What follows belongs to an exercise in optimizing a design on an open flow for small area, a short achievable clock period and few clock cycles per item; a production flow would make more cautious choices.
Only simulation tests tie the RTL to the original design; equivalence was not proved.
No activity file was given, so power comes from the tool's default toggle rates.

==> flow/design.v <==
`timescale 1ns / 1ps
package lpr_pkg;
  localparam int unsigned PAGE_W      = 16;
  localparam int unsigned IDX_OUT_W   = 4;
  localparam int unsigned STAMP_W     = 32;
  localparam int unsigned COUNT_W     = 32;
  localparam int unsigned CFG_W       = 5;
  localparam int unsigned FIELD_MAX   = 16;
  localparam int unsigned APB_DATA_W  = 32;
  localparam int unsigned APB_ADDR_W  = 3;
  localparam logic [STAMP_W-1:0] STAMP_MAX = '1;
  localparam logic [COUNT_W-1:0] COUNT_MAX = '1;
  localparam logic [CFG_W-1:0] FRAMES_IN_USE_RESET = 5'd4;
  typedef enum logic [0:0] {
    REG_FRAMES_IN_USE = 1'b0,
    REG_NONE          = 1'b1
  } reg_idx_t;
  typedef enum logic [2:0] {
    ST_IDLE  = 3'b001,
    ST_SCAN  = 3'b010,
    ST_WRITE = 3'b100
  } state_t;
endpackage
`timescale 1ns / 1ps
module lru_page_replacement #(
  parameter int unsigned FRAMES    = 16,
  parameter int unsigned PAGE_BITS = 16
) (
  input  logic                               clk,
  input  logic                               rst,
  input  logic                               req_valid,
  output logic                               req_ready,
  input  logic [lpr_pkg::PAGE_W-1:0]         req_page_number,
  output logic                               rsp_valid,
  input  logic                               rsp_ready,
  output logic                               rsp_hit,
  output logic [lpr_pkg::IDX_OUT_W-1:0]      rsp_frame_index,
  output logic                               rsp_evicted_valid,
  output logic [lpr_pkg::PAGE_W-1:0]         rsp_evicted_page,
  output logic [lpr_pkg::COUNT_W-1:0]        rsp_fault_count,
  output logic                               rsp_stamp_saturated,
  input  logic                               psel,
  input  logic                               penable,
  input  logic                               pwrite,
  input  logic [lpr_pkg::APB_ADDR_W-1:0]     paddr,
  input  logic [lpr_pkg::APB_DATA_W-1:0]     pwdata,
  output logic [lpr_pkg::APB_DATA_W-1:0]     prdata,
  output logic                               pready
);
  localparam int unsigned NF    = 16;
  localparam int unsigned NPAIR = NF * (NF - 1) / 2;
  function automatic integer pidx(input integer i, input integer j);
    pidx = i * NF - (i * (i + 1)) / 2 + (j - i - 1);
  endfunction
  logic [lpr_pkg::CFG_W-1:0] frames_in_use;
  logic                      cfg_write;
  assign pready    = 1'b1;
  assign cfg_write = psel && penable && pwrite && !paddr[2];
  always_ff @(posedge clk) begin
    if (rst)            frames_in_use <= lpr_pkg::FRAMES_IN_USE_RESET;
    else if (cfg_write) frames_in_use <= pwdata[lpr_pkg::CFG_W-1:0];
  end
  assign prdata = paddr[2] ? '0 : lpr_pkg::APB_DATA_W'(frames_in_use);
  logic [NF-1:0] active;
  always_comb begin
    for (int i = 0; i < NF; i++) begin
      active[i] = (i == 0) || (32'(frames_in_use) > i);
    end
  end
  logic                 hq_v, sq_v;
  logic [PAGE_BITS-1:0] hq_page, sq_page;
  logic                 acc, proc, head_load;
  assign req_ready = !sq_v;
  assign acc       = req_valid && !sq_v;
  assign proc      = hq_v && (!rsp_valid || rsp_ready);
  assign head_load = !hq_v || proc;
  always_ff @(posedge clk) begin
    if (rst) begin
      hq_v <= 1'b0;
      sq_v <= 1'b0;
    end else if (head_load) begin
      hq_v <= sq_v || acc;
      sq_v <= 1'b0;
    end else if (acc) begin
      sq_v <= 1'b1;
    end
  end
  always_ff @(posedge clk) begin
    if (head_load) begin
      hq_page <= sq_v ? sq_page : req_page_number;
    end
    if (!head_load && acc) begin
      sq_page <= req_page_number;
    end
  end
  logic [PAGE_BITS-1:0] page [NF];
  logic [NF-1:0]        valid;
  logic [NPAIR-1:0]     age;      
  logic [NF-1:0] match, first_hit, empty, first_empty, lru, slot;
  logic          hit, any_empty;
  logic [PAGE_BITS-1:0] lru_page;
  logic seen_h, seen_e;
  always_comb begin
    seen_h = 1'b0;
    seen_e = 1'b0;
    for (int i = 0; i < NF; i++) begin
      match[i]       = valid[i] && active[i] && (page[i] == hq_page);
      first_hit[i]   = match[i] && !seen_h;
      seen_h         = seen_h || match[i];
      empty[i]       = active[i] && !valid[i];
      first_empty[i] = empty[i] && !seen_e;
      seen_e         = seen_e || empty[i];
    end
    hit       = seen_h;
    any_empty = seen_e;
  end
  always_comb begin
    for (int i = 0; i < NF; i++) begin
      lru[i] = active[i];
      for (int j = 0; j < NF; j++) begin
        if (j != i) if (i < j) lru[i] = lru[i] && (!active[j] || age[pidx(i, j)]);
          else       lru[i] = lru[i] && (!active[j] || !age[pidx(j, i)]);
      end
    end
  end
  always_comb begin
    lru_page = '0;
    for (int i = 0; i < NF; i++) begin
      lru_page = lru_page | (lru[i] ? page[i] : '0);
    end
  end
  assign slot = hit ? first_hit : (any_empty ? first_empty : lru);
  always_ff @(posedge clk) begin
    if (rst) begin
      valid <= '0;
    end else if (proc) begin
      valid <= valid | slot;
    end
  end
  always_ff @(posedge clk) begin
    for (int i = 0; i < NF; i++) begin
      if (proc && slot[i]) page[i] <= hq_page;
    end
  end
  always_ff @(posedge clk) begin
    if (proc) begin
      for (int i = 0; i < NF; i++) begin
        for (int j = i + 1; j < NF; j++) begin
          if (slot[i])      age[pidx(i, j)] <= 1'b0;
          else if (slot[j]) age[pidx(i, j)] <= 1'b1;
        end
      end
    end
  end
  logic [lpr_pkg::STAMP_W-1:0] time_now;
  logic [lpr_pkg::COUNT_W-1:0] faults;
  logic [lpr_pkg::IDX_OUT_W-1:0] slot_idx;
  logic                        ev_valid;
  always_comb begin
    slot_idx = '0;
    for (int i = 0; i < NF; i++) begin
      if (slot[i]) slot_idx = slot_idx | lpr_pkg::IDX_OUT_W'(i);
    end
  end
  assign ev_valid = !hit && !any_empty;
  always_ff @(posedge clk) begin
    if (rst) begin
      time_now  <= '0;
      faults    <= '0;
      rsp_valid <= 1'b0;
    end else if (proc) begin
      if (time_now != lpr_pkg::STAMP_MAX) time_now <= time_now + 1'b1;
      if (!hit && faults != lpr_pkg::COUNT_MAX) faults <= faults + 1'b1;
      rsp_valid <= 1'b1;
    end else if (rsp_ready) begin
      rsp_valid <= 1'b0;
    end
  end
  assign rsp_fault_count = faults;
  always_ff @(posedge clk) begin
    if (proc) begin
      rsp_hit             <= hit;
      rsp_frame_index     <= slot_idx;
      rsp_evicted_valid   <= ev_valid;
      rsp_evicted_page    <= ev_valid ? lru_page : '0;
      rsp_stamp_saturated <= &time_now[lpr_pkg::STAMP_W-1:1];
    end
  end
endmodule
==> flow/run.sh <==
#!/bin/bash
# synth_recipe.tcl (not shown) runs the flow's synth.tcl, then flattens the netlist and writes it again
# the make line also repeats each setting of config.mk as NAME=value (left out here)
make -C /OpenROAD-flow-scripts/flow DESIGN_CONFIG=/design/flow/config.mk WORK_HOME=/design/flow/orfs CLKGATE_MAP_FILE= SYNTH_SCRIPT=/design/flow/synth_recipe.tcl finish
==> flow/config.mk <==
export PLATFORM = sky130hd
export DESIGN_NAME = lru_page_replacement
export DESIGN_NICKNAME = lru_page_replacement
export VERILOG_FILES = /design/flow/design.v
export SDC_FILE = /design/flow/constraint.sdc
export NUM_CORES = 4
export LEC_CHECK = 0
export CAP_MARGIN = 20
export CORE_MARGIN = 2
export CORE_UTILIZATION = 40
export SLEW_MARGIN = 20
==> flow/constraint.sdc <==
create_clock -name core_clock -period 10.0 [get_ports {clk}]
set_input_delay 2.0000 -clock core_clock [delete_from_list [all_inputs] [get_ports {clk}]]
set_output_delay 2.0000 -clock core_clock [all_outputs]
set_load 0.01 [all_outputs]
==> results.yml, run 1 <==
min_path:
  worstHoldEndpoint: "valid[11]"
  hp-start: "valid[11]"
  hold_depth: 2
  hold_path_class: "flop to flop"
final_layout:
  n_fill_cell: 5930
  antenna_cells: 0
  register_area_um2: 14710
  drive_gt1_frac: 0.08810
  nNetsFinal: 2409
  syn2layout_area_growth_pct: 12.82
  fin_cells: 3250
  multi_input_area_um2: 10410
clock_tree:
  cts_buffer_depth: 3
  post_cts_buffers: 0
  root_buffer: "clkbuf_16"
  cts_tree: "yes"
  worstSkewPairLatency_ps: 630
  cts-resized-gates: 0
  clk_pin_slew_ps: 60
  clock_sinks: 519
  cts_buffers: 54
  hold_buffers: 0
  htreeDepth: 2
drt:
  drt_iter0_drc: 2551
  dr_wl_met2_mm: 40.04
  drt-total-wl_mm: 89.13
  wl_met3_mm: 8.363
  met1_length_mm: 36.75
  avgRoutedWirePerCell_um: 27.42
  maxUsedRoutingLayer: "met5"
  viasPerCell: 6.175
  first_pass_iters: 6
  num_vias: 20069
  ant_nets: 0
  drc: 0
timing:
  holdWs_ps: 494.7
  tns_ps: 0
  min_period_ps: 5960
  setup_violations: 0
  post-route-period-util: 0.5960
  finalMaxSlewViolations: 0
  worst_pin_slew_ps: 1178
  relSlewSlack: 0.2137
  fin_skew_ps: 24.03
  hold_violations: 0
  rsz0062_at_grt: "no"
  max_clock_freq_mhz: 167.8
synthesis:
  syn_inst: 2286
  synth_flop_cell: "edfxtp_1"
  syn_area_um2: 26130
  synth-edff-count: 431
  synth_cell_type_count: 92
  synth_warnings: 2
  avgSynthCellArea_um2: 11.43
  synth-async-reset-ratio: 0
  ys_seq_area_frac: 0.5627
  synth-seq-cells: 519
power:
  p_total_mw: 4.727
  total_leakage_power_nw: 9.950
  power_density_nw_per_um2: 160.3
  max-vdd-ir-drop_uv: 130.2
setup_path:
  worstPathCellList: "buf_4, or2_1, nand2_1, nor4_1, a31oi_1, and3_1, a31oi_2, nand2b_1, inv_1"
  regToRegStartpoint: "frames_in_use[3]"
  worstRegToRegCells: 9
  critPathMaxFanout: 45
  crit_type: "flop to flop"
  start_kind: "flop"
  cp.arrival_ps: 6170
  crit_required_ps: 10210
  end_kind: "flop"
  rrSetupSlack_ps: 4040
  r2r-end: "page[0][6]"
  critical-path-max-stage-delay_ps: 900
  critPathSlowestCell: "nand2b_1"
die:
  initial_core_util: 0.4054
  die_h_um: 259.6
  die_area_um2: 67390
  die_x_um: 259.6
  core_region_area_um2: 64460
  rows: 93
  pin_count: 148
grt:
  grt_overflow: 0
  grt_pass1_vias: 19078
  grt_pass1_wl_mm: 129.4
  grt_start_max_net_pins: 89
  grt_use_total: 0.2591
  antenna_found_initial: 3
place:
  port_buffers: 90
  gp_routability_congestion: 0.9489
  dp_cells: 3147
  hpwl_mm: 62.98
run_status:
  status: "timing/DRC/antenna clean"
job:
  cap_viol_max_count: 0
power breakdown:
| group | switching, mW | internal [mW] |
|---|---|---|
| Combinational | 0.214 | 0.0975 |
| Clock | 0.903 | 1.14 |
| Sequential | 0.0123 | 2.36 |
stage by stage:
stage,util,area [um^2],setup WS [ps]
floorplan,-,26230,5733
CTS,0.4572,29470,4206
global placement,0.4297,27700,4354
global route,0.4573,29480,3839
finish,0.4573,29480,4040
detailed placement,0.4298,27700,4219
cell families after synthesis:
family / synth area share
XOR/XNOR: 0.09753
buffers and inverters: 0.04482
AO/OA/AOI/OAI: 0.1148
AND/OR/NAND/NOR: 0.1677
multiplexers: 0.01005
flip-flops: 0.5627
other: 0.0002874
adder cells (fa/ha/maj): 0.002107
critical path, delay by kind of cell (launching register included):
kind	cells	cell delay [ps]
buffers and inverters	2	1160
AOI/OAI and AO/OA	2	1000
and+or+nand+nor	5	3030
DFF	1	310
synth_stat cells (58+ instances only):
library cell | number | area, um^2
xor2_1 | 160 | 1401
nand4_1 | 79 | 494.2
a22o_1 | 60 | 525.5
dfxtp_1 | 88 | 1762
nor4_1 | 59 | 369.1
edfxtp_1 | 431 | 12940
nand2_1 | 229 | 859.6
xnor2_1 | 131 | 1147
buf_2 | 60 | 300.3
o21ai_0 | 58 | 290.3
a21oi_1 | 88 | 440.4
nor2_1 | 134 | 503.0
nand3_1 | 62 | 310.3
worst max-delay path by stage:
stage,start,endpoint,slack (ps)
6_report,frames_in_use[3],page[0][6],4040
5_1_grt,frames_in_use[2],page[0][11],3840
4_1_cts,frames_in_use[3],valid[7],4210
3_5_place_dp,frames_in_use[3],valid[7],4220
3_3_place_gp,frames_in_use[3],valid[7],4350
2_1_floorplan,rsp_ready,sq_page[0],5730
state kept, by name, indices dropped and copies added (netlist names):
| register | count |
|---|---|
| age | 120 |
| faults | 32 |
| frames_in_use | 5 |
| hq_page | 16 |
| hq_v | 1 |
| page | 256 |
| rsp_evicted_page | 16 |
| rsp_evicted_valid | 1 |
| rsp_frame_index | 4 |
| rsp_hit | 1 |
| rsp_stamp_saturated | 1 |
| rsp_valid | 1 |
| sq_page | 16 |
| sq_v | 1 |
| time_now | 32 |
| valid | 16 |
layout by cell type (no fill, tap or decap), types with 9 or more instances in the layout:
cell type	instances
nand2_1	229
a22oi_1	11
dfxtp_1	85
nor4b_1	13
o211ai_1	9
inv_1	57
nor3_1	51
nand2b_1	15
and2_1	14
nand4_1	79
and3_1	28
clkbuf_16	55
conb_1	28
clkinv_2	14
clkdlybuf4s50_1	89
a22o_1	60
o21ai_0	58
edfxtp_1	431
or3_1	23
a221oi_1	57
or4_1	21
nor2_1	130
mux2_2	18
nor4_1	59
and4_1	21
a21oi_1	88
clkinv_1	11
xor2_1	160
o22ai_1	18
a211oi_1	11
nor2b_1	13
nand3_1	62
buf_4	54
a222oi_1	9
xnor2_1	131
final cells by class:
type | count | area share
Sequential cell | 519 | 0.4989
Multi-Input combinational cell | 1571 | 0.3532
Clock buffer | 61 | 0.04745
Timing Repair Buffer | 144 | 0.04414
Tap cell | 855 | 0.03629
Clock inverter | 41 | 0.01256
Inverter | 59 | 0.007512
layer usage:
layer,vias up,global-route usage
met5,-,0
met4,2,0.1086
met3,195,0.04454
met2,1171,0.3976
met1,9994,0.3628
li1,8707,-
Testbench counts, summed over its fixed seeds: cycles 9,696, items 9,600.
==> inputs of run 2 (changes only) <==
--- a/flow/design.v
+++ b/flow/design.v
@@ -68,28 +68,20 @@
     end
   end
-  logic                 hq_v, sq_v;
-  logic [PAGE_BITS-1:0] hq_page, sq_page;
-  logic                 acc, proc, head_load;
-  assign req_ready = !sq_v;
-  assign acc       = req_valid && !sq_v;
+  logic                 hq_v;
+  logic [PAGE_BITS-1:0] hq_page;
+  logic                 proc, acc;
   assign proc      = hq_v && (!rsp_valid || rsp_ready);
-  assign head_load = !hq_v || proc;
+  assign req_ready = !hq_v || !rsp_valid || rsp_ready;
+  assign acc       = req_valid && req_ready;
   always_ff @(posedge clk) begin
     if (rst) begin
       hq_v <= 1'b0;
-      sq_v <= 1'b0;
-    end else if (head_load) begin
-      hq_v <= sq_v || acc;
-      sq_v <= 1'b0;
-    end else if (acc) begin
-      sq_v <= 1'b1;
+    end else if (req_ready) begin
+      hq_v <= req_valid;
     end
   end
   always_ff @(posedge clk) begin
-    if (head_load) begin
-      hq_page <= sq_v ? sq_page : req_page_number;
-    end
-    if (!head_load && acc) begin
-      sq_page <= req_page_number;
+    if (acc) begin
+      hq_page <= req_page_number;
     end
   end
@@ -97,21 +89,20 @@
   logic [NF-1:0]        valid;
   logic [NPAIR-1:0]     age;      
-  logic [NF-1:0] match, first_hit, empty, first_empty, lru, slot;
-  logic          hit, any_empty;
+  logic [NF-1:0] match, first_hit, empty, first_empty, lru, victim, slot, use_slot;
+  logic          hit, any_empty, fault;
   logic [PAGE_BITS-1:0] lru_page;
-  logic seen_h, seen_e;
   always_comb begin
-    seen_h = 1'b0;
-    seen_e = 1'b0;
+    logic seen;
+    seen = 1'b0;
     for (int i = 0; i < NF; i++) begin
-      match[i]       = valid[i] && active[i] && (page[i] == hq_page);
-      first_hit[i]   = match[i] && !seen_h;
-      seen_h         = seen_h || match[i];
-      empty[i]       = active[i] && !valid[i];
-      first_empty[i] = empty[i] && !seen_e;
-      seen_e         = seen_e || empty[i];
+      match[i]     = valid[i] && active[i] && (page[i] == hq_page);
+      first_hit[i] = match[i] && !seen;
+      seen         = seen || match[i];
+      empty[i]     = active[i] && !valid[i];
+      if (i == 0) first_empty[i] = empty[i];
+      else        first_empty[i] = empty[i] && valid[i-1];
     end
-    hit       = seen_h;
-    any_empty = seen_e;
+    hit       = |match;
+    any_empty = |empty;
   end
   always_comb begin
@@ -119,6 +110,8 @@
       lru[i] = active[i];
       for (int j = 0; j < NF; j++) begin
-        if (j != i) if (i < j) lru[i] = lru[i] && (!active[j] || age[pidx(i, j)]);
+        if (j != i) begin
+          if (i < j) lru[i] = lru[i] && (!active[j] || age[pidx(i, j)]);
           else       lru[i] = lru[i] && (!active[j] || !age[pidx(j, i)]);
+        end
       end
     end
@@ -130,24 +123,24 @@
     end
   end
-  assign slot = hit ? first_hit : (any_empty ? first_empty : lru);
+  assign victim   = any_empty ? first_empty : lru;
+  assign slot     = hit ? first_hit : victim;
+  assign fault    = proc && !hit;
+  assign use_slot = proc ? slot : '0;
   always_ff @(posedge clk) begin
     if (rst) begin
       valid <= '0;
-    end else if (proc) begin
-      valid <= valid | slot;
+    end else if (fault) begin
+      valid <= valid | victim;
     end
   end
   always_ff @(posedge clk) begin
     for (int i = 0; i < NF; i++) begin
-      if (proc && slot[i]) page[i] <= hq_page;
+      if (fault && victim[i]) page[i] <= hq_page;
     end
   end
   always_ff @(posedge clk) begin
-    if (proc) begin
-      for (int i = 0; i < NF; i++) begin
-        for (int j = i + 1; j < NF; j++) begin
-          if (slot[i])      age[pidx(i, j)] <= 1'b0;
-          else if (slot[j]) age[pidx(i, j)] <= 1'b1;
-        end
+    for (int i = 0; i < NF; i++) begin
+      for (int j = i + 1; j < NF; j++) begin
+        age[pidx(i, j)] <= use_slot[j] || (age[pidx(i, j)] && !use_slot[i]);
       end
     end
@@ -164,4 +157,17 @@
   end
   assign ev_valid = !hit && !any_empty;
+  logic [lpr_pkg::STAMP_W-1:0] time_carry;
+  logic [lpr_pkg::COUNT_W-1:0] fault_carry;
+  logic                        time_inc, fault_inc;
+  always_comb begin
+    time_carry[0]  = 1'b1;
+    fault_carry[0] = 1'b1;
+    for (int k = 1; k < 32; k++) begin
+      time_carry[k]  = time_carry[k-1] && time_now[k-1];
+      fault_carry[k] = fault_carry[k-1] && faults[k-1];
+    end
+  end
+  assign time_inc  = proc && !(time_carry[31] && time_now[31]);
+  assign fault_inc = proc && !hit && !(fault_carry[31] && faults[31]);
   always_ff @(posedge clk) begin
     if (rst) begin
@@ -169,10 +175,8 @@
       faults    <= '0;
       rsp_valid <= 1'b0;
-    end else if (proc) begin
-      if (time_now != lpr_pkg::STAMP_MAX) time_now <= time_now + 1'b1;
-      if (!hit && faults != lpr_pkg::COUNT_MAX) faults <= faults + 1'b1;
-      rsp_valid <= 1'b1;
-    end else if (rsp_ready) begin
-      rsp_valid <= 1'b0;
+    end else begin
+      time_now  <= time_now ^ (time_carry & {lpr_pkg::STAMP_W{time_inc}});
+      faults    <= faults ^ (fault_carry & {lpr_pkg::COUNT_W{fault_inc}});
+      rsp_valid <= proc || (rsp_valid && !rsp_ready);
     end
   end
--- a/flow/config.mk
+++ b/flow/config.mk
@@ -8,4 +8,5 @@
 export CAP_MARGIN = 20
 export CORE_MARGIN = 2
-export CORE_UTILIZATION = 40
+export CORE_UTILIZATION = 60
+export SETUP_SLACK_MARGIN = 5
 export SLEW_MARGIN = 20
==> run 2 against run 1 <==
  * Still clean on timing, DRC and antenna
  * Clock-buffer cell count grew 11
  * Maximum frequency grew 19%
  * Sequential power shrank 6%
  * Final cell count shrank 11%
  * Hold slack lost 34 ps
  * Critical path type unchanged
  * Critical endpoint is now age[119]
  * Largest cell class unchanged
==> results.yml, run 2 <==
timing:
  max_clock_freq_mhz: 199.7
  tns_ps: 0
  worst_pin_slew_ps: 1180
  rsz0062_at_grt: "no"
  setup_violations: 0
  hold_violations: 0
  setup_ws_ps: 4994
  finalMaxSlewViolations: 0
  post-route-period-util: 0.5007
  fin_skew_ps: 34.79
  min_period_ps: 5007
  relSlewSlack: 0.2110
power:
  power_density_nw_per_um2: 166.3
  max-vdd-ir-drop_uv: 168.0
  total_leakage_power_nw: 10.00
  p_total_mw: 4.606
min_path:
  hp-start: "age[31]"
  hold_path_class: "flop to flop"
final_layout:
  largest_register_ffs: 256
  register_area_um2: 13000
  stdcell_area_um2: 27700
  nNetsFinal: 2366
  n_fill_cell: 3184
  reg.largest.list: "page x256, age x120"
  top_register: "page"
  drive_gt1_frac: 0.09451
  multi_input_area_um2: 10750
  final_common_cell: "edfxtp_1"
  layout_common_cells: "edfxtp_1, dfxtp_1, xnor2_1"
  antenna_cells: 0
  syn2layout_area_growth_pct: 12.72
clock_tree:
  worstSkewPairLatency_ps: 620
  clock_sinks: 502
  post_cts_buffers: 0
  clk_pin_slew_ps: 60
  root_buffer: "clkbuf_16"
  htreeDepth: 2
  cts_buffers: 52
  hold_buffers: 0
  cts_buffer_depth: 3
  cts_tree: "yes"
setup_path:
  r2r-end: "age[119]"
  end_kind: "flop"
  crit_required_ps: 10510
  cp.arrival_ps: 5520
  critPathMaxFanout: 48
  regToRegStartpoint: "frames_in_use[3]"
  crit_type: "flop to flop"
  rrSetupSlack_ps: 4990
  worstRegToRegCells: 9
  path_buf_inv: 1
  worstPathCellList: "buf_4, nor2_2, nand2_1, a221oi_1, o2111a_1, a21oi_1, a211oi_2, and2_1, o21bai_1"
  cp_num_cells: 9
  crit_family: "compound AO/OA/AOI/OAI gates"
  start_kind: "flop"
  crit_start: "frames_in_use[3]"
  critical-path-max-stage-delay_ps: 1050
  critPathSlowestCell: "o2111a_1"
  critPathCapture: "age[119]"
grt:
  grt_overflow: 0
  grt_pass1_vias: 18276
  antenna_found_initial: 0
  grt_start_max_net_pins: 92
  grt_pass1_wl_mm: 117.1
  grt_use_total: 0.3740
die:
  rows: 74
  die_area_um2: 42600
  core_region_area_um2: 40650
  pin_count: 148
  die_h_um: 206.4
  die_x_um: 206.4
  initial_core_util: 0.6047
drt:
  drt_iter0_drc: 2619
  viasPerCell: 6.829
  drc: 0
  ant_nets: 0
  first_pass_iters: 6
  num_vias: 19673
  drt-total-wl_mm: 80.47
  avgRoutedWirePerCell_um: 27.93
synthesis:
  syn_inst: 2226
  synth_cell_type_count: 94
  synth-edff-count: 295
  synth_most_common_cell: "edfxtp_1"
  syn_area_um2: 24580
  ys_top_cells_by_count: "edfxtp_1, dfxtp_1, xnor2_1, nor2_1, xor2_1"
  synth_warnings: 2
  synth_top_area_frac: 0.3604
  ys_top_cells_by_area: "edfxtp_1, dfxtp_1, xnor2_1, xor2_1, nand4_1"
  ys_seq_area_frac: 0.5290
  yosysTopAreaCell: "edfxtp_1"
  avgSynthCellArea_um2: 11.04
  synth-async-reset-ratio: 0
  synth_flop_cell: "edfxtp_1"
  synth-seq-cells: 502
place:
  place_area_um2: 25940
  hpwl_mm: 55.66
  post-place-ws_ps: 4629
  port_buffers: 90
  gp_routability_congestion: 0.9814
job:
  cap_viol_max_count: 0
run_status:
  status: "timing/DRC/antenna clean"
## run 2: cell types whose count changed after synthesis, moves of 21 or more
cell | previous run | this run
xnor2_1 | 131 | 163
dfxtp_1 | 88 | 207
nor2_1 | 134 | 155
nand2_1 | 229 | 98
a21o_1 | 3 | 71
a22oi_1 | 11 | 32
edfxtp_1 | 431 | 295
xor2_1 | 160 | 139
a21oi_1 | 88 | 67
## run 2: worst min path at each step
stage,slack [ps],depth (start not counted),end
final,460,1,age[31]
after CTS,460,1,age[11]
after floorplan,430,1,age[11]
after global placement,430,1,age[11]
after detailed placement,440,1,age[11]
after global routing,470,1,age[11]
## run 2: repair_timing
item                                   4_1_cts  5_1_grt
endpoints found under the hold margin        0        0
setup endpoints to repair                    6      296
gates cloned                                 0        1
pin swaps                                    0        1
resized for setup                            6        5
## run 2: cell families after synthesis
group                    count (synthesis)  share of synthesized area
AND/OR/NAND/NOR                        672                     0.1530
AO/OA/AOI/OAI                          530                     0.1619
flip-flops                             502                     0.5290
XOR/XNOR                               302                     0.1076
buffers and inverters                  202                    0.04108
adder cells (fa/ha/maj)                  9                   0.003869
multiplexers                             7                   0.003156
other                                    2                  0.0003056
## run 2: layer usage
layer | track usage | share of wire | vias to the layer above
met5 | 0 | 0 | -
li1 | - | - | 8506
met3 | 0.06591 | 0.10 | 259
met4 | 0.2166 | 0.064 | 0
met1 | 0.5079 | 0.39 | 9619
met2 | 0.5647 | 0.44 | 1289
## run 2: cell type report
cell class              count  share of cell area
flip-flops and latches    502              0.4694
multi-input cells        1549              0.3879
clock buffers              72             0.05370
repair buffers            152             0.04914
well taps                 532             0.02403
clock inverters            25            0.009213
inverters                  49            0.006639
## run 2: worst reg2reg max path, stage by stage, from the launching register on
cell      delay [ps]
dfxtp_1          300
buf_4            300
nor2_2           490
nand2_1          470
a221oi_1         800
o2111a_1        1050
a21oi_1          270
a211oi_2         420
and2_1           640
o21bai_1         200
## run 2: stage by stage
stage	utilization	hold slack, ps	cells
6_report	0.6816	461.1	2881
5_1_grt	0.6816	474.0	2881
4_1_cts	0.6811	457.3	2880
3_5_place_dp	0.6381	442.1	2783
3_3_place_gp	0.6381	434.3	2783
2_1_floorplan	-	427.0	2252
## run 2: power breakdown
part           internal, mW  switching (mW)
Clock                  1.17           0.846
Combinational         0.122           0.257
Sequential             2.20          0.0111
Testbench counts of run 2, summed over its fixed seeds: cycles 9,696, items 9,600.
==> inputs of run 3 (changes only) <==
==> flow/flow/run.sh (new file) <==
#!/bin/bash
set -euo pipefail
bash standard.sh synth > synth.log 2>&1
bash standard.sh SETUP_SLACK_MARGIN=5.6 \
  "BUFFER_PORTS_ARGS=-buffer_cell sky130_fd_sc_hd__buf_2" finish > layout.log 2>&1
==> flow/standard.sh (new file) <==
#!/bin/bash
# synth_recipe.tcl (not shown) runs the flow's synth.tcl, then flattens the netlist and writes it again
# the make line also repeats each setting of config.mk as NAME=value (left out here)
make -C /OpenROAD-flow-scripts/flow DESIGN_CONFIG=/design/flow/config.mk WORK_HOME=/design/flow/orfs CLKGATE_MAP_FILE= SYNTH_SCRIPT=/design/flow/synth_recipe.tcl "${@:-finish}"
removed: flow/run.sh
==> run 3 against run 2 <==
  * Still clean on timing, DRC and antenna
  * Hold slack got worse by 6.4 ps
  * Combinational power decreased by 2%
  * Utilization decreased by 0.31 points
  * Maximum frequency increased by 12%
  * Critical path type is now input port to output pin
  * Largest cell class unchanged
==> results.yml, run 3 <==
drt:
  maxUsedRoutingLayer: "met4"
  dr_wl_met2_mm: 35.90
  first_pass_iters: 6
  num_vias: 19588
  drt_iter0_drc: 2603
  drt-total-wl_mm: 80.17
  ant_nets: 0
  met1_length_mm: 31.48
  viasPerCell: 6.780
  avgRoutedWirePerCell_um: 27.75
  drc: 0
  wl_met3_mm: 7.812
grt:
  grt_pass1_vias: 18357
  grt_pass1_wl_mm: 116.0
  grt_use_total: 0.3715
  grt_overflow: 0
  grt_start_max_net_pins: 92
  antenna_found_initial: 1
run_status:
  status: "timing/DRC/antenna clean"
synthesis:
  ys_top_cells_by_area: "edfxtp_1, dfxtp_1, xnor2_1, xor2_1, nand4_1"
  syn_inst: 2226
  ys_seq_area_frac: 0.5290
  synth_top_area_frac: 0.3604
  synth_most_common_cell: "edfxtp_1"
  syn_area_um2: 24580
  synth-seq-cells: 502
  synth-async-reset-ratio: 0
  yosysTopAreaCell: "edfxtp_1"
  ys_top_cells_by_count: "edfxtp_1, dfxtp_1, xnor2_1, nor2_1, xor2_1"
  synth_cell_type_count: 94
  avgSynthCellArea_um2: 11.04
  synth_warnings: 2
  synth-edff-count: 295
  synth_flop_cell: "edfxtp_1"
timing:
  min_period_ps: 4457
  relSlewSlack: 0.2852
  finalMaxSlewViolations: 0
  rsz0062_at_grt: "yes"
  tns_ps: 0
  hold_violations: 0
  worst_pin_slew_ps: 1072
  setup_violations: 0
  holdWs_ps: 454.8
  max_clock_freq_mhz: 224.4
  post-route-period-util: 0.4457
  fin_skew_ps: 32.81
power:
  switching_power_mw: 1.122
  total_leakage_power_nw: 10.19
  p_sw_frac: 0.2353
  max-vdd-ir-drop_uv: 185.5
  pwr-share-clk: 0.458
  comb_power_share: 0.077
  power_density_nw_per_um2: 173.0
  p_total_mw: 4.770
  power.internal_mw: 3.647
  pwr-share-seq: 0.465
final_layout:
  register_area_um2: 13010
  multi_input_area_um2: 10790
  syn2layout_area_growth_pct: 12.21
  largest_register_ffs: 256
  final_common_cell: "edfxtp_1"
  reg.largest.list: "page x256, age x120"
  top_register: "page"
  drive_gt1_frac: 0.1452
  nNetsFinal: 2371
  layout_common_cells: "edfxtp_1, dfxtp_1, xnor2_1"
  n_fill_cell: 3150
die:
  core_region_area_um2: 40650
  pin_count: 148
  die_h_um: 206.4
  die_area_um2: 42600
  initial_core_util: 0.6047
  die_x_um: 206.4
  rows: 74
clock_tree:
  cts_buffer_depth: 3
  worstSkewPairLatency_ps: 620
  hold_buffers: 0
  root_buffer: "clkbuf_16"
  htreeDepth: 2
  cts_tree: "yes"
  clock_sinks: 502
  clk_pin_slew_ps: 60
  cts_buffers: 53
setup_path:
  crit_required_ps: 8000
  critPathMaxFanout: 4
  crit_type: "input port to output pin"
  end_kind: "output pin"
  cp.arrival_ps: 2460
  start_kind: "input port"
place:
  hpwl_mm: 55.47
  port_buffers: 90
  gp_routability_congestion: 0.9843
job:
  cap_viol_max_count: 0
min_path:
  hold_path_class: "flop to flop"
## run 3: cell counts after synthesis
Identical to the previous run, type by type.
## run 3: area by class of cell
type | instances | share of cell area
well taps | 532 | 0.02414
clock inverters | 28 | 0.01289
clock buffers | 72 | 0.05812
flip-flops and latches | 502 | 0.4717
multi-input cells | 1549 | 0.3913
repair buffers | 156 | 0.03512
diodes | 1 | 0.00009074
inverters | 49 | 0.006669
## run 3: cells by family (layout without fill, tap and decap cells)
group           Yosys count  count (layout)  share of synthesized area
compound gates          530             530                     0.1619
xor+xnor                302             302                     0.1076
mux                       7               7                   0.003156
buf+inv                 202             305                    0.04108
fa+ha+maj                 9               9                   0.003869
other cells               2              29                  0.0003056
flops                   502             502                     0.5290
simple gates            672             673                     0.1530
## run 3: what timing repair did
| item | in CTS | in global routing |
|---|---|---|
| pin swaps | 3 | 0 |
| gates cloned | 1 | 0 |
| gates resized for setup | 16 | 10 |
| setup endpoints to repair | 396 | 91 |
| setup buffers | 4 | 0 |
## run 3: worst max-delay path, stage by stage
cell     delay [ps]
buf_6            90
nor2b_4         150
nand2_2          80
buf_6           130
## run 3: path summary, 6_finish.rpt
kind	end	slack, ps	start	cells past startpoint
setup reg to reg	rsp_frame_index[2]	5640	frames_in_use[3]	10
hold reg to reg	age[9]	450	age[9]	1
setup / recovery	req_ready	5540	rsp_ready	4
hold / removal	age[9]	450	age[9]	1
## run 3: routing by layer
metal | global-route usage | vias up
li1 | - | 8523
met1 | 0.5031 | 9599
met2 | 0.5696 | 1218
met3 | 0.05740 | 248
met4 | 0.2128 | 0
met5 | 0 | -
## run 3: power by group through the flow
stage	sequential [mW]	clock [mW]	combinational (mW)
final	2.22	2.18	0.369
after global routing	2.22	2.27	0.382
after CTS	2.22	2.20	0.357
after detailed placement	2.26	0	0.352
after global placement	2.26	0	0.349
after floorplan	2.27	0	0.221
## run 3: per-stage QoR
| stage | std cells | worst slack, ps | cell area (um^2) | utilization |
|---|---|---|---|---|
| after floorplan | 2252 | 5703 | 24670 | - |
| after global placement | 2783 | 4980 | 25500 | 0.6274 |
| after detailed placement | 2783 | 4870 | 25500 | 0.6274 |
| final | 2889 | 5543 | 27580 | 0.6785 |
| after global routing | 2889 | 5513 | 27580 | 0.6785 |
| after CTS | 2888 | 5505 | 27550 | 0.6779 |
==> inputs of run 4 (changes only) <==
--- a/flow/config.mk
+++ b/flow/config.mk
@@ -9,4 +9,6 @@
 export CORE_MARGIN = 2
 export CORE_UTILIZATION = 60
+export CTS_CLUSTER_DIAMETER = 100
+export CTS_CLUSTER_SIZE = 25
 export SETUP_SLACK_MARGIN = 5
 export SLEW_MARGIN = 20
==> run 4 against run 3 <==
  * Final area shrank 4.6%
  * Clock-buffer cell count shrank 34
  * Synthesized area is the same
  * Via count shrank 1.1%
  * Die area is the same
  * Critical path type unchanged
  * Largest cell class unchanged
  * Highest routed layer unchanged
==> results.yml, run 4 <==
run_status:
  status: "timing/DRC/antenna clean"
synthesis:
  synth-async-reset-ratio: 0
  ys_top_cells_by_area: "edfxtp_1, dfxtp_1, xnor2_1, xor2_1, nand4_1"
  synth_cell_type_count: 94
  synth-edff-count: 295
  yosysTopAreaCell: "edfxtp_1"
  avgSynthCellArea_um2: 11.04
  synth_most_common_cell: "edfxtp_1"
  synth_top_area_frac: 0.3604
  synth-seq-cells: 502
  synth_warnings: 2
  ys_seq_area_frac: 0.5290
  syn_area_um2: 24580
  synth_flop_cell: "edfxtp_1"
  ys_top_cells_by_count: "edfxtp_1, dfxtp_1, xnor2_1, nor2_1, xor2_1"
  syn_inst: 2226
timing:
  worst_pin_slew_ps: 1103
  finalMaxSlewViolations: 0
  min_period_ps: 4444
  relSlewSlack: 0.2648
  hold_violations: 0
  rsz0062_at_grt: "yes"
  holdWs_ps: 473.8
  max_clock_freq_mhz: 225.0
  fin_skew_ps: 43.68
  setup_violations: 0
  post-route-period-util: 0.4444
  tns_ps: 0
die:
  die_area_um2: 42600
  rows: 74
  pin_count: 148
  die_x_um: 206.4
  core_region_area_um2: 40650
  die_h_um: 206.4
  initial_core_util: 0.6047
setup_path:
  critPathMaxFanout: 2
  cp.arrival_ps: 2440
  worstRegToRegCells: 12
  crit_type: "input port to output pin"
  start_kind: "input port"
  crit_required_ps: 8000
  end_kind: "output pin"
drt:
  drt_iter0_drc: 2599
  num_vias: 19372
  avgRoutedWirePerCell_um: 27.87
  drc: 0
  drt-total-wl_mm: 78.84
  viasPerCell: 6.848
  first_pass_iters: 6
  ant_nets: 0
final_layout:
  nNetsFinal: 2342
  final_common_cell: "edfxtp_1"
  reg.largest.list: "page x256, age x120"
  top_register: "page"
  largest_register_ffs: 256
  layout_common_cells: "edfxtp_1, dfxtp_1, xnor2_1"
  syn2layout_area_growth_pct: 7.087
  drive_gt1_frac: 0.1206
  stdcell_area_um2: 26320
place:
  gp_routability_congestion: 0.9843
  port_buffers: 90
  hpwl_mm: 55.47
  place_area_um2: 25500
grt:
  grt_start_max_net_pins: 92
  grt_pass1_wl_mm: 114.0
  grt_overflow: 0
  antenna_found_initial: 1
  grt_use_total: 0.3638
  grt_pass1_vias: 17847
power:
  pwr-share-clk: 0.306
  total_leakage_power_nw: 9.552
  power.internal_mw: 2.778
  p_sw_frac: 0.2530
  power_density_nw_per_um2: 141.3
  comb_power_share: 0.099
  pwr-share-seq: 0.595
  max-vdd-ir-drop_uv: 161.2
  switching_power_mw: 0.9406
clock_tree:
  clock_sinks: 502
  htreeDepth: 1
  cts_buffer_depth: 3
  worstSkewPairLatency_ps: 620
  cts_buffers: 24
  root_buffer: "clkbuf_16"
  hold_buffers: 0
  cts_tree: "yes"
  clk_pin_slew_ps: 110
job:
  cap_viol_max_count: 0
min_path:
  hold_path_class: "flop to flop"
  hold_depth: 1
## run 4: final timing paths
check                        start         to  slack (ps)
setup / recovery         rsp_ready  req_ready        5560
hold / removal             age[11]    age[11]         470
setup reg to reg  frames_in_use[2]    age[29]        5650
hold reg to reg            age[11]    age[11]         470
## run 4: logic make-up after synthesis
logic type / count (synthesis) / share of synthesized area
AO/OA/AOI/OAI: 530 / 0.1619
multiplexers: 7 / 0.003156
other: 2 / 0.0003056
XOR/XNOR: 302 / 0.1076
buffers and inverters: 202 / 0.04108
AND/OR/NAND/NOR: 672 / 0.1530
adder cells (fa/ha/maj): 9 / 0.003869
flip-flops: 502 / 0.5290
## run 4: metrics by stage
stage                     worst slack, ps  power (mW)  cells  utilization
after floorplan                      5703       2.489   2252            -
after global placement               4980       2.609   2783       0.6274
after detailed placement             4870       2.612   2783       0.6274
after CTS                            5555       3.716   2828       0.6470
after global routing                 5534       3.809   2829       0.6475
final                                5556       3.718   2829       0.6475
## run 4: repair_timing
| item | CTS | global route |
|---|---|---|
| setup buffers | 4 | 0 |
| setup endpoints to repair | 394 | 88 |
| pin swaps | 2 | 0 |
| gates cloned | 1 | 0 |
| gates resized for setup | 18 | 8 |
## run 4: critical path, stage by stage
cell and delay (ps):
buf_6 90, nor2b_4 140, nand2_2 80, buf_6 130
## run 4: final cells by class
| type | instances | area, um^2 |
|---|---|---|
| clock inverter | 2 | 46.29 |
| timing repair buffer | 156 | 968.4 |
| tap | 532 | 665.6 |
| clock buffer | 38 | 653.1 |
| inverter | 49 | 183.9 |
| fill | 3294 | 14330 |
| sequential | 502 | 13010 |
| multi-input combinational | 1549 | 10790 |
| antenna | 1 | 2.502 |
## run 4: layer usage
metal	wire length, um	global-route usage
met5	0	0
met4	4708	0.1809
met3	7954	0.05219
met2	35210	0.5582
met1	30970	0.5065
## run 4: power groups by stage
stage / combinational, mW / clock [mW] / sequential (mW)
floorplan: 0.221 / 0 / 2.27
global placement: 0.349 / 0 / 2.26
detailed placement: 0.352 / 0 / 2.26
CTS: 0.356 / 1.15 / 2.21
global route: 0.381 / 1.21 / 2.22
finish: 0.367 / 1.14 / 2.21
==> inputs of run 5 (changes only) <==
--- a/flow/design.v
+++ b/flow/design.v
@@ -70,13 +70,15 @@
   logic                 hq_v;
   logic [PAGE_BITS-1:0] hq_page;
-  logic                 proc, acc;
+  logic                 proc, acc, busy;
   assign proc      = hq_v && (!rsp_valid || rsp_ready);
-  assign req_ready = !hq_v || !rsp_valid || rsp_ready;
+  assign req_ready = !busy || rsp_ready;
   assign acc       = req_valid && req_ready;
   always_ff @(posedge clk) begin
     if (rst) begin
       hq_v <= 1'b0;
-    end else if (req_ready) begin
-      hq_v <= req_valid;
+      busy <= 1'b0;
+    end else begin
+      if (req_ready) hq_v <= req_valid;
+      busy <= (req_ready ? req_valid : hq_v) && (proc || (rsp_valid && !rsp_ready));
     end
   end
==> flow/flow/run.sh (replaced) <==
#!/bin/bash
set -euo pipefail
bash standard.sh synth > synth.log 2>&1
bash standard.sh SETUP_SLACK_MARGIN=5.75 \
  "BUFFER_PORTS_ARGS=-buffer_cell sky130_fd_sc_hd__buf_1" finish > layout.log 2>&1
==> run 5 against run 4 <==
  * Still clean on timing, DRC and antenna
  * Die area fell by 0.75%
  * Synthesized cell count increased by 0.31%
  * Sequential share of layout area is 0.20 points higher
  * Hold slack better by 3.4 ps
  * Synthesized area fell by 0.77%
  * Register-to-register slack better by 120 ps
  * Sequential cell count is 1 higher
  * Non-clock buffer count increased by 1
  * Largest cell class unchanged
==> results.yml, run 5 <==
final_layout:
  layout_common_cells: "edfxtp_1, dfxtp_1, xor2_1"
  antenna_cells: 0
  final_common_cell: "edfxtp_1"
  drive_gt1_frac: 0.08210
  largest_register_ffs: 256
  register_area_um2: 13020
  nNetsFinal: 2346
  multi_input_area_um2: 10790
  n_fill_cell: 3194
  syn2layout_area_growth_pct: 7.608
  top_register: "page"
  reg.largest.list: "page x256, age x120"
synthesis:
  synth_flop_cell: "edfxtp_1"
  synth_warnings: 2
  synth_cell_type_count: 94
  yosysTopAreaCell: "edfxtp_1"
  ys_top_cells_by_area: "edfxtp_1, dfxtp_1, xor2_1, xnor2_1, a21o_1"
  syn_inst: 2233
  syn_area_um2: 24390
  synth-seq-cells: 503
  synth_top_area_frac: 0.3632
  ys_top_cells_by_count: "edfxtp_1, dfxtp_1, xor2_1, xnor2_1, nor2_1"
  synth-async-reset-ratio: 0
  synth-edff-count: 295
  synth_most_common_cell: "edfxtp_1"
  ys_seq_area_frac: 0.5340
  avgSynthCellArea_um2: 10.92
timing:
  post-route-period-util: 0.4342
  fin_skew_ps: 32.73
  setup_violations: 0
  hold_violations: 0
  setup_ws_ps: 5658
  worst_pin_slew_ps: 1141
  relSlewSlack: 0.2392
  max_clock_freq_mhz: 230.3
  tns_ps: 0
  rsz0062_at_grt: "yes"
  holdWs_ps: 477.2
  min_period_ps: 4342
  finalMaxSlewViolations: 0
drt:
  maxUsedRoutingLayer: "met5"
  viasPerCell: 7.004
  drc: 0
  wl_met3_mm: 9.714
  met1_length_mm: 31.28
  dr_wl_met2_mm: 37.36
  drt-total-wl_mm: 83.42
  first_pass_iters: 6
  drt_iter0_drc: 2964
  num_vias: 19800
  avgRoutedWirePerCell_um: 29.51
  ant_nets: 0
job:
  cap_viol_max_count: 0
setup_path:
  critPathSlowestCell: "nand2b_4"
  start_kind: "input port"
  crit_required_ps: 8000
  rrSetupSlack_ps: 5770
  crit_family: "buffers and inverters"
  critPathCapture: "req_ready"
  r2r-end: "rsp_frame_index[0]"
  end_kind: "output pin"
  path_buf_inv: 2
  worstPathCellList: "buf_6, nand2b_4, buf_6"
  regToRegStartpoint: "frames_in_use[2]"
  crit_start: "rsp_ready"
  worstRegToRegCells: 10
  cp_num_cells: 3
  critPathMaxFanout: 2
  crit_type: "input port to output pin"
  cp.arrival_ps: 2340
  crit_top_cell: "buf_6"
  critical-path-max-stage-delay_ps: 130
clock_tree:
  clk_pin_slew_ps: 100
  cts_tree: "yes"
  clock_sinks: 503
  cts_buffers: 24
  worstSkewPairLatency_ps: 610
  cts_buffer_depth: 3
  htreeDepth: 1
  root_buffer: "clkbuf_16"
die:
  die_h_um: 205.6
  rows: 73
  die_x_um: 205.6
  pin_count: 148
  core_region_area_um2: 39910
  die_area_um2: 42280
  initial_core_util: 0.6110
grt:
  grt_overflow: 0
  antenna_found_initial: 1
  grt_use_total: 0.3913
  grt_pass1_vias: 18581
  grt_start_max_net_pins: 72
  grt_pass1_wl_mm: 121.2
power:
  total_leakage_power_nw: 9.470
  max-vdd-ir-drop_uv: 163.9
  p_total_mw: 3.723
  power_density_nw_per_um2: 141.8
run_status:
  status: "timing/DRC/antenna clean"
place:
  hpwl_mm: 58.24
  post-place-ws_ps: 4298
  gp_routability_congestion: 1.023
  port_buffers: 90
min_path:
  hold_depth: 1
  hold_path_class: "flop to flop"
[run 5: timing repair]
| item | CTS | global route |
|---|---|---|
| pin swaps | 2 | 1 |
| resized for setup | 54 | 25 |
| hold buffers | 0 | 0 |
| hold endpoints to repair | 0 | 0 |
| buffers inserted | 10 | 4 |
| endpoints found under the setup margin | 433 | 383 |
| cloned | 1 | 0 |
[run 5: cell families after synthesis]
| group | count (synthesis) | synth area share |
|---|---|---|
| AO/OA/AOI/OAI | 543 | 0.1616 |
| XOR/XNOR | 298 | 0.1070 |
| adder cells (fa/ha/maj) | 3 | 0.001436 |
| buffers and inverters | 186 | 0.03689 |
| flip-flops | 503 | 0.5340 |
| multiplexers | 6 | 0.002514 |
| other | 2 | 0.0003079 |
| AND/OR/NAND/NOR | 692 | 0.1563 |
[run 5: how the worst min path moves through the flow]
stage                 start  endpoint  slack [ps]
finish              age[11]   age[11]         480
floorplan            age[7]    age[7]         430
global route        age[11]   age[11]         490
CTS                 age[11]   age[11]         480
detailed placement   age[7]    age[7]         450
global placement     age[7]    age[7]         440
[run 5: stage by stage]
step	std cells	util	instance area, um^2
after floorplan	2259	-	24490
after global routing	2827	0.6575	26240
after CTS	2823	0.6546	26130
after detailed placement	2770	0.6301	25150
after global placement	2770	0.6301	25150
final	2827	0.6575	26240
[run 5: final cells by class]
class | instances | share of cell area
Clock buffer | 40 | 0.02517
Clock inverter | 2 | 0.001764
Inverter | 29 | 0.005054
Multi-Input combinational cell | 1570 | 0.4112
Sequential cell | 503 | 0.4963
Tap cell | 525 | 0.02503
Timing Repair Buffer | 157 | 0.03533
Timing Repair inverter | 1 | 0.0001907
[run 5: metal layers]
metal / vias to the layer above / GRT usage
met4: 2 / 0.1960
met1: 9656 / 0.5241
li1: 8466 / -
met3: 288 / 0.07998
met2: 1388 / 0.6058
met5: - / 0
[run 5: report_power, final]
part | leakage [nW] | internal (mW) | total (mW) | switching (mW)
sequential | 4.36 | 2.21 | 2.22 | 0.0126
combinational | 4.77 | 0.107 | 0.367 | 0.259
clock | 0.333 | 0.464 | 1.14 | 0.673
[run 5: worst register-to-register path: cells and delay by family, from the launching register on]
family                 cells  cell delay (ps)
and+or+nand+nor            7             2410
DFF                        1              340
AOI/OAI and AO/OA          2              790
buffers and inverters      1              400
Testbench counts of run 5, summed over its fixed seeds: cycles 9,696, items 9,600.
==> inputs of run 6 (changes only) <==
--- a/flow/design.v
+++ b/flow/design.v
@@ -183,5 +183,6 @@
     end
   end
-  assign rsp_fault_count = faults;
+  assign rsp_fault_count     = faults;
+  assign rsp_stamp_saturated = time_carry[lpr_pkg::STAMP_W-1] && time_now[lpr_pkg::STAMP_W-1];
   always_ff @(posedge clk) begin
     if (proc) begin
@@ -190,5 +191,4 @@
       rsp_evicted_valid   <= ev_valid;
       rsp_evicted_page    <= ev_valid ? lru_page : '0;
-      rsp_stamp_saturated <= &time_now[lpr_pkg::STAMP_W-1:1];
     end
   end
==> run 6 against run 5 <==
  * Final area shrank 1.6%
  * Largest power group unchanged
  * Sequential power is essentially flat
  * Register-to-register slack gained 50 ps
  * Critical path depth is the same
  * Setup slack lost 2.9 ps
  * Maximum frequency is essentially flat
==> results.yml, run 6 <==
setup_path:
  critPathMaxFanout: 2
  crit_type: "input port to output pin"
  path_buf_inv: 2
  worstPathCellList: "buf_1, nand2b_4, buf_6"
  crit_required_ps: 8000
  worstRegToRegCells: 13
  cp_num_cells: 3
  r2r-end: "rsp_frame_index[0]"
  rrSetupSlack_ps: 5820
  cp.arrival_ps: 2340
  critPathSlowestCell: "nand2b_4"
  crit_family: "buffers and inverters"
  crit_start: "rsp_ready"
  regToRegStartpoint: "frames_in_use[3]"
  critPathCapture: "req_ready"
  end_kind: "output pin"
  critical-path-max-stage-delay_ps: 140
  start_kind: "input port"
power:
  p_total_mw: 3.715
  max-vdd-ir-drop_uv: 211.6
  power_density_nw_per_um2: 143.8
  total_leakage_power_nw: 9.282
clock_tree:
  clock_sinks: 502
  htreeDepth: 1
  worstSkewPairLatency_ps: 600
  root_buffer: "clkbuf_16"
  cts_buffers: 24
  cts_tree: "yes"
  clk_pin_slew_ps: 100
  cts_buffer_depth: 3
drt:
  drt-total-wl_mm: 80.16
  drc: 0
  ant_nets: 0
  drt_iter0_drc: 2915
  num_vias: 18872
  viasPerCell: 6.865
  first_pass_iters: 10
  avgRoutedWirePerCell_um: 29.16
grt:
  use_met1: 0.5526
  busiest_layer: "met2"
  gr-usage-met3: 0.1087
  antenna_found_initial: 3
  grt_start_max_net_pins: 96
  grt_overflow: 0
  grtUsageMet2: 0.5634
  grt_pass1_vias: 17664
  grt_use_total: 0.3858
  grt_pass1_wl_mm: 117.2
synthesis:
  ys_seq_area_frac: 0.5477
  syn_area_um2: 23720
  synth_warnings: 2
  avgSynthCellArea_um2: 11.06
  synth-async-reset-ratio: 0
  synth_flop_cell: "edfxtp_1"
  yosysTopAreaCell: "edfxtp_1"
  syn_inst: 2144
  synth_top_area_frac: 0.3722
  synth_cell_type_count: 89
  synth-seq-cells: 502
  ys_top_cells_by_count: "edfxtp_1, dfxtp_1, xnor2_1, nor2_1, nand2_1"
  synth-edff-count: 294
  ys_top_cells_by_area: "edfxtp_1, dfxtp_1, xnor2_1, xor2_1, nor2_1"
  synth_most_common_cell: "edfxtp_1"
die:
  initial_core_util: 0.6109
  die_area_um2: 41140
  rows: 72
  die_x_um: 202.8
  pin_count: 148
  die_h_um: 202.8
  core_region_area_um2: 38830
final_layout:
  final_common_cell: "edfxtp_1"
  syn2layout_area_growth_pct: 8.893
  largest_register_ffs: 256
  nNetsFinal: 2273
  drive_gt1_frac: 0.09870
  top_register: "page"
  layout_common_cells: "edfxtp_1, dfxtp_1, xnor2_1"
  reg.largest.list: "page x256, age x120"
timing:
  rsz0062_at_grt: "yes"
  fin_skew_ps: 43.16
  finalMaxSlewViolations: 0
  worst_pin_slew_ps: 1031
  relSlewSlack: 0.3125
  holdWs_ps: 465.1
  hold_violations: 0
  post-route-period-util: 0.4345
  min_period_ps: 4345
  setup_violations: 0
  tns_ps: 0
  max_clock_freq_mhz: 230.2
place:
  gp_routability_congestion: 0.9902
  hpwl_mm: 55.94
  port_buffers: 90
min_path:
  hold_path_class: "flop to flop"
job:
  cap_viol_max_count: 0
run_status:
  status: "timing/DRC/antenna clean"
==> run 6: metrics by stage <==
stage,worst slack (ps),utilization,instance area (um^2),instances
6_report,5655,0.6652,25830,2749
5_1_grt,5643,0.6651,25820,2747
4_1_cts,5663,0.6580,25550,2735
3_5_place_dp,4629,0.6333,24590,2687
3_3_place_gp,4634,0.6333,24590,2687
2_1_floorplan,5800,-,23820,2170
==> run 6: repair_timing <==
item / 4_1_cts / 5_1_grt
cloned: 0 / 1
pin swaps: 2 / 6
buffers inserted: 6 / 11
endpoints found under the setup margin: 437 / 215
gates resized for setup: 46 / 38
hold buffers: 0 / 0
==> run 6: how the worst min path moves through the flow <==
stage | to | slack (ps) | cells past startpoint | start
finish | age[7] | 470 | 1 | age[7]
global route | age[7] | 480 | 1 | age[7]
CTS | age[67] | 470 | 2 | age[67]
detailed placement | age[7] | 440 | 1 | age[7]
global placement | age[7] | 440 | 1 | age[7]
floorplan | age[13] | 430 | 1 | age[13]
==> run 6: final cells by class <==
| type | instances | area, um^2 |
|---|---|---|
| flip-flops and latches | 502 | 13000 |
| fillers | 3006 | 13000 |
| multi-input cells | 1485 | 10250 |
| repair buffers | 164 | 1064 |
| clock buffers | 41 | 685.7 |
| well taps | 518 | 648.1 |
| inverters | 36 | 152.6 |
| clock inverters | 1 | 30.03 |
| diodes | 2 | 5.005 |
==> run 6: cells by family (layout without fill, tap and decap cells) <==
family | count (synthesis) | in the layout | synth area share
adders and majority gates | 4 | 4 | 0.001899
DFF | 502 | 502 | 0.5477
and+or+nand+nor | 676 | 677 | 0.1524
xor gates and xnor gates | 300 | 300 | 0.1108
AOI/OAI and AO/OA | 464 | 464 | 0.1436
other | 2 | 30 | 0.0003166
muxes | 12 | 12 | 0.005433
buffers and inverters | 184 | 242 | 0.03777
==> run 6: power breakdown <==
part / switching [mW] / total (mW) / internal (mW)
Combinational: 0.244 / 0.351 / 0.107
Clock: 0.669 / 1.15 / 0.478
Sequential: 0.0148 / 2.22 / 2.20
==> run 6: worst reg2reg max path, delay by kind of cell, from the launching register on <==
family | cells | cell delay (ps)
flip-flops | 1 | 410
AND/OR/NAND/NOR | 8 | 2210
AO/OA/AOI/OAI | 1 | 240
buffers and inverters | 4 | 1020
==> run 6: routing by layer <==
metal  routed length [um]  up-vias
met2                34450     1391
met4                 3024        2
li1                     -     8066
met5                   11        -
met1                31010     9226
met3                11660      187
Testbench counts of run 6, summed over its fixed seeds: cycles 9,696, items 9,600.
==> inputs of run 7 (changes only) <==
--- a/flow/design.v
+++ b/flow/design.v
@@ -112,8 +112,6 @@
       lru[i] = active[i];
       for (int j = 0; j < NF; j++) begin
-        if (j != i) begin
-          if (i < j) lru[i] = lru[i] && (!active[j] || age[pidx(i, j)]);
-          else       lru[i] = lru[i] && (!active[j] || !age[pidx(j, i)]);
-        end
+        if (j < i)      lru[i] = lru[i] && !age[pidx(j, i)];
+        else if (j > i) lru[i] = lru[i] && (!active[j] || age[pidx(i, j)]);
       end
     end
==> run 7 against run 6 <==
  * Still clean
  * Sequential share of layout area grew 0.36 points
  * Clock power about the same
  * Synthesized area is 0.23% higher
  * Synthesized cell count shrank 0.70%
  * Utilization down 0.57 points
  * Final area fell by 0.63%
  * Via count is 2.7% lower
  * Routed wire length decreased by 9.4%
  * Hold slack worse by 0.69 ps
  * Sequential cell count did not move
  * Global-route usage down 3.7 points
  * Critical endpoint is now prdata[0]
  * Largest power group unchanged
  * Highest routed layer unchanged
==> results.yml, run 7 <==
run_status:
  status: "timing/DRC/antenna clean"
synthesis:
  avgSynthCellArea_um2: 11.17
  synth_top_area_frac: 0.3713
  synth_cell_type_count: 87
  synth_flop_cell: "edfxtp_1"
  synth_warnings: 2
  synth_xor_area_frac: 0.1105
  yosysTopAreaCell: "edfxtp_1"
  ys_top_cells_by_area: "edfxtp_1, dfxtp_1, xnor2_1, xor2_1, a21o_1"
  syn_inst: 2129
  synth_top_family_by_area: "simple AND/OR/NAND/NOR gates"
  synth_compound_area_frac: 0.1296
  synthAdderAreaFrac: 0.001053
  synth-seq-cells: 502
  synthSimpleGateAreaFrac: 0.1730
  synth_most_common_cell: "edfxtp_1"
  syn_area_um2: 23780
  synth-async-reset-ratio: 0
  ys_top_cells_by_count: "edfxtp_1, dfxtp_1, nor2_1, xnor2_1, xor2_1"
  synth-edff-count: 294
  synthMuxAreaShare: 0.004052
  ys_seq_area_frac: 0.5465
drt:
  ant_nets: 0
  drt_iter0_drc: 2418
  drt-total-wl_mm: 72.62
  drc: 0
  avgRoutedWirePerCell_um: 26.47
  num_vias: 18356
  first_pass_iters: 6
  viasPerCell: 6.692
clock_tree:
  htreeDepth: 1
  worstSkewPairLatency_ps: 590
  cts_buffer_depth: 3
  clk_pin_slew_ps: 110
  cts_buffers: 24
  root_buffer: "clkbuf_16"
  cts_tree: "yes"
  hold_buffers: 0
  clock_sinks: 502
die:
  core_region_area_um2: 38920
  rows: 72
  initial_core_util: 0.6109
  pin_count: 148
  die_x_um: 203.1
  die_h_um: 203.1
  die_area_um2: 41230
final_layout:
  layout_common_cells: "edfxtp_1, dfxtp_1, xnor2_1"
  reg.largest.list: "page x256, age x120"
  fin_cells: 2743
  final_common_cell: "edfxtp_1"
  drive_gt1_frac: 0.09173
  nNetsFinal: 2266
  top_register: "page"
  syn2layout_area_growth_pct: 7.957
  largest_register_ffs: 256
setup_path:
  crit_required_ps: 8000
  end_kind: "output pin"
  crit_type: "input port to output pin"
  critPathMaxFanout: 6
  critPathSlowestCell: "buf_2"
  worstRegToRegCells: 11
  critical-path-max-stage-delay_ps: 150
  start_kind: "input port"
  cp.arrival_ps: 2360
  worstPathCellList: "buf_8, nor2b_1, buf_2"
  rrSetupSlack_ps: 5820
timing:
  max_clock_freq_mhz: 229.3
  tns_ps: 0
  worst_pin_slew_ps: 1055
  post-route-period-util: 0.4361
  setup_violations: 0
  hold_violations: 0
  fin_skew_ps: 45.87
  rsz0062_at_grt: "yes"
  relSlewSlack: 0.2968
  min_period_ps: 4361
  finalMaxSlewViolations: 0
place:
  gp_routability_congestion: 0.9950
  dp_cells: 2675
  hpwl_mm: 52.55
  port_buffers: 90
job:
  cap_viol_max_count: 0
power:
  power_density_nw_per_um2: 144.0
  total_leakage_power_nw: 9.441
  max-vdd-ir-drop_uv: 146.9
  p_total_mw: 3.696
min_path:
  hold_path_class: "flop to flop"
  hold_depth: 1
grt:
  grt_pass1_vias: 17205
  grt_use_total: 0.3488
  antenna_found_initial: 3
  grt_overflow: 0
  grt_pass1_wl_mm: 108.1
  grt_start_max_net_pins: 95
## run 7: metal layers
| metal | share of wire | track usage | routed length [um] | up-vias |
|---|---|---|---|---|
| met5 | 0.00017 | 0 | 12 | - |
| met4 | 0.035 | 0.1095 | 2570 | 2 |
| met3 | 0.10 | 0.06549 | 7239 | 155 |
| met2 | 0.46 | 0.5517 | 33210 | 1011 |
| met1 | 0.41 | 0.4889 | 29580 | 9094 |
| li1 | - | - | - | 8094 |
## run 7: final timing paths
| check | from | to |
|---|---|---|
| max | paddr[2] | prdata[0] |
| min | age[116] | age[116] |
| max reg2reg | frames_in_use[2] | rsp_frame_index[2] |
| min reg2reg | age[116] | age[116] |
## run 7: logic make-up after synthesis
family / after synthesis
AND/OR/NAND/NOR: 743
multiplexers: 9
AO/OA/AOI/OAI: 405
adder cells (fa/ha/maj): 2
flip-flops: 502
XOR/XNOR: 300
other: 2
buffers and inverters: 166
## run 7: through the flow
step	utilization	worst slack, ps	cell area (um^2)	hold slack [ps]
finish	0.6595	5639	25670	464.4
CTS	0.6546	5660	25470	465.7
floorplan	-	5822	23870	417.6
global placement	0.6313	5320	24570	427.5
global route	0.6595	5614	25670	492.9
detailed placement	0.6313	5239	24570	440.6
## run 7: where the power goes
group | switching, mW | internal, mW | total (mW) | leakage, nW
clock | 0.668 | 0.481 | 1.15 | 0.341
sequential | 0.0127 | 2.20 | 2.21 | 4.35
combinational | 0.227 | 0.105 | 0.332 | 4.75
## run 7: timing repair
item	in CTS	in global routing
setup endpoints to repair	407	247
gates resized for setup	34	25
pin swaps	4	5
setup buffers	10	13
## run 7: cell type report
class                           instances  area (um^2)
Antenna cell                            1        2.502
Clock buffer                           43        693.2
Clock inverter                          1        30.03
Fill cell                            3085        13250
Inverter                               27        102.6
Multi-Input combinational cell       1487        10240
Sequential cell                       502        13010
Tap cell                              518        648.1
Timing Repair Buffer                  164        943.4
## run 7: worst max-delay path, delay by kind of cell
kind	cells	cell delay (ps)
simple gates	1	100
buf+inv	2	260
Testbench counts of run 7, summed over its fixed seeds: cycles 9,696, items 9,600.
==> inputs of run 8 (changes only) <==
--- a/flow/design.v
+++ b/flow/design.v
@@ -131,5 +131,5 @@
       valid <= '0;
     end else if (fault) begin
-      valid <= valid | victim;
+      valid <= valid | first_empty;    
     end
   end
==> run 8 against run 7 <==
  * Sequential power is essentially flat
  * Combinational power grew 3%
  * Clock-buffer cell count shrank 13
  * Power shrank 0.23%
  * Hold slack gained 5.8 ps
  * Final area is essentially flat
  * Die area grew 1.5%
  * Still clean on timing, DRC and antenna
  * Synthesized cell count grew 2.2%
  * Clock skew shrank 6.7 ps
  * Largest cell class unchanged
  * Final cell count grew 0.91%
  * Non-clock buffer count shrank 10
==> results.yml, run 8 <==
run_status:
  status: "timing/DRC/antenna clean"
final_layout:
  final_common_cell: "edfxtp_1"
  multi_input_area_um2: 10320
  top_register: "page"
  reg.largest.list: "page x256, age x120"
  layout_common_cells: "edfxtp_1, dfxtp_1, xor2_1"
  antenna_cells: 0
  n_fill_cell: 3230
  syn2layout_area_growth_pct: 6.249
  register_area_um2: 13000
  largest_register_ffs: 256
  drive_gt1_frac: 0.07891
  nNetsFinal: 2297
timing:
  holdWs_ps: 470.2
  tns_ps: 0
  setup_violations: 0
  rsz0062_at_grt: "yes"
  max_clock_freq_mhz: 229.2
  fin_skew_ps: 39.16
  finalMaxSlewViolations: 0
  worst_pin_slew_ps: 981.0
  hold_violations: 0
  post-route-period-util: 0.4363
  min_period_ps: 4363
  relSlewSlack: 0.3460
synthesis:
  ys_top_cells_by_area: "edfxtp_1, dfxtp_1, xor2_1, xnor2_1, a21o_1"
  synth_flop_cell: "edfxtp_1"
  synth-seq-cells: 502
  syn_area_um2: 24150
  synth_most_common_cell: "edfxtp_1"
  ys_top_cells_by_count: "edfxtp_1, dfxtp_1, xor2_1, nor2_1, nand2_1"
  yosysTopAreaCell: "edfxtp_1"
  synth_top_area_frac: 0.3656
  synth_cell_type_count: 97
  avgSynthCellArea_um2: 11.10
  synth-edff-count: 294
  syn_inst: 2175
  synth_warnings: 2
  ys_seq_area_frac: 0.5381
  synth-async-reset-ratio: 0
min_path:
  hold_path_class: "flop to flop"
  hp-start: "age[45]"
setup_path:
  start_kind: "input port"
  critPathMaxFanout: 6
  cp.arrival_ps: 2360
  crit_start: "paddr[2]"
  crit_type: "input port to output pin"
  end_kind: "output pin"
  crit_required_ps: 8000
  regToRegStartpoint: "frames_in_use[4]"
grt:
  grt_use_total: 0.3512
  gr-usage-met3: 0.05409
  busiest_layer: "met2"
  grt_pass1_vias: 17737
  use_met1: 0.4880
  grt_start_max_net_pins: 91
  grt_pass1_wl_mm: 110.7
  grt_overflow: 0
  grtUsageMet2: 0.5493
  antenna_found_initial: 1
clock_tree:
  cts_buffers: 24
  clock_sinks: 502
  clk_pin_slew_ps: 100
  root_buffer: "clkbuf_16"
  cts_buffer_depth: 3
  htreeDepth: 1
  cts_tree: "yes"
  worstSkewPairLatency_ps: 600
drt:
  avgRoutedWirePerCell_um: 26.75
  first_pass_iters: 8
  viasPerCell: 6.813
  drt_iter0_drc: 2685
  num_vias: 18857
  drc: 0
  drt-total-wl_mm: 74.04
  ant_nets: 0
die:
  die_x_um: 204.6
  core_region_area_um2: 39730
  die_area_um2: 41860
  pin_count: 148
  initial_core_util: 0.6077
  rows: 73
  die_h_um: 204.6
place:
  hpwl_mm: 52.54
  gp_routability_congestion: 0.9701
  port_buffers: 90
power:
  power_density_nw_per_um2: 143.7
  total_leakage_power_nw: 9.462
  max-vdd-ir-drop_uv: 156.9
job:
  cap_viol_max_count: 0
==> run 8: area by class of cell <==
class                           count  share of cell area
Clock buffer                       30             0.02512
Clock inverter                      2           0.0009754
Timing Repair Buffer              154             0.03341
Multi-Input combinational cell   1516              0.4024
Sequential cell                   502              0.5066
Inverter                           39            0.005901
Tap cell                          525             0.02560
==> run 8: final timing paths <==
| check | slack [ps] | cells after the start | to |
|---|---|---|---|
| setup / recovery | 5640 | 3 | prdata[2] |
| hold / removal | 470 | 1 | age[45] |
| setup reg to reg | 5760 | 12 | rsp_evicted_page[0] |
| hold reg to reg | 470 | 1 | age[45] |
==> run 8: power breakdown <==
part,switching (mW),internal [mW]
Clock,0.666,0.462
Combinational,0.237,0.105
Sequential,0.0137,2.20
Total,0.917,2.77
==> run 8: per-layer routing <==
metal  share of wire  wire (um)  up-vias
met1            0.40      29760     9312
met5         0.00018         13        -
met3           0.096       7113      176
met4           0.049       3612        2
met2            0.45      33540     1142
li1                -          -     8225
==> run 8: kinds of logic (layout without fill, tap and decap cells) <==
group	count (synthesis)	after routing	share of synthesized area
AO/OA/AOI/OAI	460	460	0.1393
XOR/XNOR	288	288	0.1045
adder cells (fa/ha/maj)	3	3	0.001451
buffers and inverters	183	225	0.04203
flip-flops	502	502	0.5381
multiplexers	5	5	0.002073
other	2	28	0.0003110
AND/OR/NAND/NOR	732	732	0.1723
==> run 8: metrics by stage <==
stage / worst slack [ps] / utilization / instance area [um^2] / power, mW / instances
after detailed placement: 4801 / 0.6243 / 24810 / 2.592 / 2727
after global placement: 4850 / 0.6243 / 24810 / 2.589 / 2727
after floorplan: 5822 / - / 24240 / 2.490 / 2201
after CTS: 5645 / 0.6439 / 25580 / 3.680 / 2764
after global routing: 5628 / 0.6457 / 25650 / 3.786 / 2768
final: 5637 / 0.6457 / 25650 / 3.688 / 2768
==> run 8: repair_timing <==
item / CTS / global route
pin swaps: 4 / 4
buffers inserted: 5 / 4
setup endpoints to repair: 117 / 98
hold buffers: 0 / 0
resized for setup: 25 / 11
==> run 8: worst max-delay path, cell delays in order <==
cell and delay [ps]:
buf_12 110, nor2b_1 110, buf_2 140
Testbench counts of run 8, summed over its fixed seeds: cycles 9,696, items 9,600.

-- re-timing with driven ports --
No port has a modelled driver above. Below, the same layouts with a new extraction and two added sets of constraints.
Step 1: set_driving_cell puts a clkbuf_16 on clk and a buf_2 on each other input, an assumption about the parent block.
Step 2 also shifts input and output timing later by t, the mid clock arrival at the registers, as if the neighbouring blocks saw the same clock.
Slacks: no drivers / after step 1 / after step 2; pairs: no drivers / after step 1.
run	t (ns)	setup slack, ns
run 1	0.686	4.040 / 4.040 / 4.040
run 2	0.666	4.993 / 4.993 / 4.761
run 3	0.663	5.543 / 5.511 / 5.252
run 4	0.651	5.556 / 5.524 / 5.161
run 5	0.655	5.658 / 5.621 / 5.414
run 6	0.633	5.655 / 5.611 / 5.436
run 7	0.624	5.639 / 5.600 / 5.279
run 8	0.637	5.637 / 5.588 / 5.283
After both steps setup and hold are still met in every run listed.
